Context: an optimization exercise on an open-source flow, tuned for small area and few clock cycles per item. The choices shown serve that exercise and are no tape-out recipe.
Where RTL was checked, it was by simulation tests only, not by an equivalence proof against the original.

==> v10: inputs <==
Design pid_regulator_deadband_clamp, start of the top module:
module pid_regulator_deadband_clamp #(
  parameter int GAIN_FRAC_BITS = 8,
  parameter int SUM_WIDTH      = 32
) (
  input  logic                                clk,
  input  logic                                rst,
  input  logic                                cfg_we,
  input  logic [prdc_pkg::CFG_IDX_W-1:0]      cfg_index,
  input  logic [prdc_pkg::CFG_DATA_W-1:0]     cfg_data,
  input  logic                                in_valid,
  output logic                                in_stall,
  input  logic [2*prdc_pkg::DATA_W-1:0]       in_data,
  output logic                                out_valid,
  input  logic                                out_stall,
  output logic [prdc_pkg::DATA_W:0]           out_data
);
  prdc_pkg::prdc_cfg_t cfg;
  logic                in_q_valid;
  logic                valid_q;
  logic                res_valid;
  logic                res_ready;
  logic                err_ready;
  logic                in_ready;
  logic                take;
  logic                sum_neg, sum_upper_nz, sum_low_nz;
  logic [14:0]         sum_mid;
  logic                res_neg, res_upper_nz, res_low_nz;
  logic [14:0]         res_mid;
  logic signed [16:0]  e;
  logic signed [31:0]  s;
  logic signed [17:0]  d;
  prdc_cfg_regs u_cfg (
    .clk       (clk),
    .rst       (rst),
    .cfg_we    (cfg_we),
    .cfg_index (cfg_index),
    .cfg_data  (cfg_data),
    .cfg       (cfg)
  );
  assign res_ready = ~res_valid | ~out_stall;
  assign err_ready = ~valid_q | res_ready;
  assign in_ready  = ~in_q_valid | err_ready;
  assign in_stall  = ~in_ready;
  assign take      = in_valid & in_ready;
  assign out_valid = res_valid;
  always_ff @(posedge clk) begin
    if (rst) begin
      in_q_valid <= 1'b0;
      valid_q    <= 1'b0;
      res_valid  <= 1'b0;
    end else begin
      if (in_ready)  in_q_valid <= in_valid;
      if (err_ready) valid_q    <= in_q_valid;
      if (res_ready) res_valid  <= valid_q;
    end
  end
  always_ff @(posedge clk) begin
    if (valid_q && res_ready) begin
      res_neg      <= sum_neg;
      res_upper_nz <= sum_upper_nz;
      res_mid      <= sum_mid;
      res_low_nz   <= sum_low_nz;
    end
  end
  ...
==> module prdc_output_stage, before the edit <==
module prdc_output_stage (
  input  logic        neg,
  input  logic        upper_nz,
  input  logic [14:0] mid,
  input  logic        low_nz,
  input  logic [14:0] limit,
  output logic [15:0] drive,
  output logic        clamped
);
  logic [14:0] nmag;
  logic [15:0] cmp_c;
  assign nmag     = ~(mid ^ {15{neg}});
  always_comb begin
    cmp_c[0] = ~neg & ~low_nz;
    for (int i = 0; i < 15; i++)
      cmp_c[i+1] = (limit[i] & nmag[i]) | (cmp_c[i] & (limit[i] | nmag[i]));
  end
  assign clamped = upper_nz | ~cmp_c[15];
  logic [14:0] base;
  logic        inc;
  logic [15:0] run;
  assign base = clamped ? (limit ^ {15{neg}}) : mid;
  assign inc  = neg & (clamped | low_nz);
  always_comb begin
    run[0] = inc;
    for (int i = 1; i < 16; i++) run[i] = run[i-1] & base[i-1];
  end
  assign drive = {neg, base} ^ run;
endmodule
Settings: LEC_CHECK=0, CAP_MARGIN=20, CORE_MARGIN=2, CORE_UTILIZATION=65, SLEW_MARGIN=20, SYNTH_HIERARCHICAL=1, SYNTH_MINIMUM_KEEP_SIZE=0; clock period 10.0 ns.
run.sh (not shown) runs the stock make flow with config.mk's settings and CLKGATE_MAP_FILE= SYNTH_SCRIPT=/design/flow/synth_recipe.tcl, a recipe that flattens the netlist after the stock synthesis.
==> inputs of v37, as changes to v10 <==
--- a/flow/design.v
+++ b/flow/design.v
@@ -2158,21 +2158,29 @@
   logic [14:0] nmag;
   logic [15:0] cmp_c;
+  logic [14:0] cmp_s;
+  logic [15:0] neg_limit;
+  logic [15:0] neg_mid;
+  logic [15:0] lim_run;
+  logic [15:0] mid_run;
   assign nmag     = ~(mid ^ {15{neg}});
-  always_comb begin
-    cmp_c[0] = ~neg & ~low_nz;
-    for (int i = 0; i < 15; i++)
-      cmp_c[i+1] = (limit[i] & nmag[i]) | (cmp_c[i] & (limit[i] | nmag[i]));
+  assign cmp_c[0] = ~neg & ~low_nz;
+  for (genvar i = 0; i < 15; i++) begin : g_cmp
+    prdc_fa u_fa (.a(limit[i]), .b(nmag[i]), .c(cmp_c[i]), .s(cmp_s[i]), .co(cmp_c[i+1]));
   end
   assign clamped = upper_nz | ~cmp_c[15];
-  logic [14:0] base;
-  logic        inc;
-  logic [15:0] run;
-  assign base = clamped ? (limit ^ {15{neg}}) : mid;
-  assign inc  = neg & (clamped | low_nz);
   always_comb begin
-    run[0] = inc;
-    for (int i = 1; i < 16; i++) run[i] = run[i-1] & base[i-1];
+    lim_run[0] = 1'b1;
+    mid_run[0] = low_nz;
+    for (int i = 1; i < 16; i++) begin
+      lim_run[i] = lim_run[i-1] & ~limit[i-1];
+      mid_run[i] = mid_run[i-1] & mid[i-1];
+    end
+    neg_limit = ~{1'b0, limit} ^ lim_run;     
+    neg_mid   = {1'b1, mid} ^ mid_run;         
+  end
+  always_comb begin
+    if (clamped) drive = neg ? neg_limit : {1'b0, limit};
+    else         drive = neg ? neg_mid : {1'b0, mid};
   end
-  assign drive = {neg, base} ^ run;
 endmodule
 module pid_regulator_deadband_clamp #(
==> impl_metrics.toml <==
[status]
status = "timing/DRC/antenna clean"

[clock_network]
cts_setup_buffers = 8
clk_latency_ps = 460
cts_resized = 18

[cells_and_area]
num-nonclk-buffers = 269
clock_area_share_pct = 1.680

[global_route]
use_met3_pct = 14.54

[die]
start_util_pct = 65.55

[yosys]
synth_fa_ha_area_share_pct = 37.95

[routing]
met2_wirelength_mm = 52.21

[timing]
post-route-period-util_pct = 97.61
-- figures above: v37

==> impl_metrics.toml <==
[routing]
met2_wirelength_mm = 51.55

[die]
start_util_pct = 66.09

[clock_network]
cts_setup_buffers = 0
clk_latency_ps = 480
cts_resized = 0

[yosys]
synth_fa_ha_area_share_pct = 36.86

[status]
status = "timing/DRC/antenna clean"

[cells_and_area]
clock_area_share_pct = 1.779

[timing]
post-route-period-util_pct = 95.16
-- figures above: v10

Testbench counts of v37, summed over its fixed seeds: cycles 16,676, items 16,384.
For v10, only the layout was checked, not whether the RTL still works.

* * *

==> inputs of willow <==
Another version of the RTL of pid_regulator_deadband_clamp (not shown whole).
Settings: LEC_CHECK=0, CAP_MARGIN=20, CORE_MARGIN=2, CORE_UTILIZATION=65, SLEW_MARGIN=20, SYNTH_HIERARCHICAL=1, SYNTH_MINIMUM_KEEP_SIZE=0; clock period 10.0 ns.
==> onyx (differences from willow) <==
--- a/flow/config.mk
+++ b/flow/config.mk
@@ -9,3 +9,5 @@
 export CORE_MARGIN = 2
-export CORE_UTILIZATION = 65
+export CORE_UTILIZATION = 75
+export CTS_BUF_LIST = sky130_fd_sc_hd__clkbuf_8
+export CTS_CLUSTER_SIZE = 7
 export SLEW_MARGIN = 20
==> xenon (differences from willow) <==
--- a/flow/config.mk
+++ b/flow/config.mk
@@ -7,2 +7,3 @@
 export LEC_CHECK = 0
+export ABC_AREA = 1
 export CAP_MARGIN = 20
@@ -10,2 +11,4 @@
 export CORE_UTILIZATION = 65
+export CTS_BUF_LIST = sky130_fd_sc_hd__clkbuf_8
+export CTS_CLUSTER_SIZE = 7
 export SLEW_MARGIN = 20
==> notes.md <==
- willow produced a clean layout. onyx finished clean. xenon completed without violations.
- The highest first-iteration DRC count belongs to xenon, the lowest to willow.
- Between xenon and willow, the lower die area is in xenon (gap 0.58%, measured against willow).
- Count of clock-buffer cells in the layout is the same in onyx and willow.
- Against willow, the utilization of onyx is higher by 9.3 points.
==> figures <==
quantity	onyx	xenon	willow
Status	timing/DRC/antenna clean	timing/DRC/antenna clean	timing/DRC/antenna clean
Antenna fix cells	3	2	0
Met1 layer wirelength in the final routing	38100 um	41400 um	42300 um
Area share of the leading cell type in the synthesized netlist	0.335	0.337	0.335
Cell area after synthesis	33300 um^2	33100 um^2	33300 um^2
Placed Area	35100 um^2	34600 um^2	35300 um^2
Multi-input gate share of the layout cell area	0.744	0.721	0.734
Xor and xnor fraction of the mapped netlist area	0.180	0.181	0.180
DRT Wirelength	114000 um	115000 um	115000 um
Post-CTS clock slew at the launch and capture registers of the worst setup and hold paths	0.11 ns	0.11 ns	0.08 ns
CP Launch Point	u_cfg.cfg[69]	u_cfg.cfg[31]	u_cfg.cfg[57]
Testbench counts of willow, summed over its fixed seeds: cycles 16,676, items 16,384.
Testbench counts of onyx, summed over its fixed seeds: cycles 16,676, items 16,384.
Testbench counts of xenon, summed over its fixed seeds: cycles 16,676, items 16,384.

* * *

==> juniper: inputs <==
pid_regulator_deadband_clamp again, from the RTL that the note above started with.
==> flow/design.v (excerpt) <==
module pid_regulator_deadband_clamp #(
  parameter int GAIN_FRAC_BITS = 8,
  parameter int SUM_WIDTH      = 32
) (
  input  logic                                clk,
  input  logic                                rst,
  input  logic                                cfg_we,
  input  logic [prdc_pkg::CFG_IDX_W-1:0]      cfg_index,
  input  logic [prdc_pkg::CFG_DATA_W-1:0]     cfg_data,
  input  logic                                in_valid,
  output logic                                in_stall,
  input  logic [2*prdc_pkg::DATA_W-1:0]       in_data,
  output logic                                out_valid,
  input  logic                                out_stall,
  output logic [prdc_pkg::DATA_W:0]           out_data
);
  prdc_pkg::prdc_cfg_t cfg;
  logic                in_q_valid;
  logic                valid_q;
  logic                res_valid;
  logic                res_ready;
  logic                err_ready;
  logic                in_ready;
  logic                take;
  logic                sum_neg, sum_upper_nz, sum_low_nz;
  logic [14:0]         sum_mid;
  logic                res_neg, res_upper_nz, res_low_nz;
  logic [14:0]         res_mid;
  logic signed [16:0]  e;
  logic signed [31:0]  s;
  logic signed [17:0]  d;
  prdc_cfg_regs u_cfg (
    .clk       (clk),
    .rst       (rst),
    .cfg_we    (cfg_we),
    .cfg_index (cfg_index),
    .cfg_data  (cfg_data),
    .cfg       (cfg)
  );
  assign res_ready = ~res_valid | ~out_stall;
  assign err_ready = ~valid_q | res_ready;
  assign in_ready  = ~in_q_valid | err_ready;
  assign in_stall  = ~in_ready;
  assign take      = in_valid & in_ready;
  assign out_valid = res_valid;
  always_ff @(posedge clk) begin
    if (rst) begin
      in_q_valid <= 1'b0;
      valid_q    <= 1'b0;
      res_valid  <= 1'b0;
    end else begin
      if (in_ready)  in_q_valid <= in_valid;
  ...
clock: 10.0 ns
lec_check: 0
abc_area: 1
cap_margin: 20
core_margin: 2
core_utilization: 75
cts_buf_list: sky130_fd_sc_hd__clkbuf_8
cts_cluster_size: 7
slew_margin: 20
synth_hierarchical: 1
synth_minimum_keep_size: 0
==> inputs of yarrow, as changes to juniper <==
- ABC_AREA: 1 -> unset
- CORE_UTILIZATION: 75 -> 65
==> comparison <==
In juniper the cell area is lower than in yarrow, by 2.8%.
Of yarrow and juniper, juniper has the higher first-iteration DRC count (gap 27%, measured against juniper).
Of juniper and yarrow, juniper has the higher core utilization (gap 9.2 points).
Of yarrow and juniper, yarrow has the higher critical path depth (gap 3).
Against juniper, the via count of yarrow is lower by about 10%.
Testbench counts of juniper, summed over its fixed seeds: cycles 16,676, items 16,384.
Testbench counts of yarrow, summed over its fixed seeds: cycles 16,676, items 16,384.

-- static timing again, ports no longer ideal --
The results above use ideal ports. As a check the final layouts listed here were re-extracted and re-timed, cells and wires unchanged. Step 1 (the two cells are an assumption about what drives the block):
set clk [get_ports {clk}]
set_driving_cell -lib_cell sky130_fd_sc_hd__clkbuf_16 $clk
set_driving_cell -lib_cell sky130_fd_sc_hd__buf_2 [delete_from_list [all_inputs] $clk]
Step 2 also shifts input and output timing later by t, the mid clock arrival at the registers, as if the neighbouring blocks saw the same clock. Three values: ideal ports, drivers, drivers and shift; two values: the first two.
| run | t, ns | setup WS [ns] | worst setup path after step 2 | slew at the worst register clock pin (ns) |
|---|---|---|---|---|
| v10 | 0.527 | 0.484 / 0.484 / 0.090 | input to register | 0.09 / 0.09 |
| v37 | 0.505 | 0.239 / 0.183 / 0.107 | input to register | 0.08 / 0.08 |
| willow | 0.502 | 0.270 / 0.270 / 0.095 | input to register | 0.08 / 0.08 |
| onyx | 0.543 | 0.110 / 0.110 / -0.068 | input to register | 0.11 / 0.11 |
| xenon | 0.540 | 0.578 / 0.578 / 0.212 | input to register | 0.11 / 0.11 |
| juniper | 0.557 | 0.647 / 0.687 / 0.130 | input to register | 0.11 / 0.11 |
| yarrow | 0.540 | 0.241 / 0.241 / 0.113 | input to register | 0.11 / 0.11 |
Met with ideal ports but missed after step 2: setup timing in onyx. The setup slack of juniper, which loses most, moves by +0.040 ns with the drivers and by -0.517 ns with both steps.
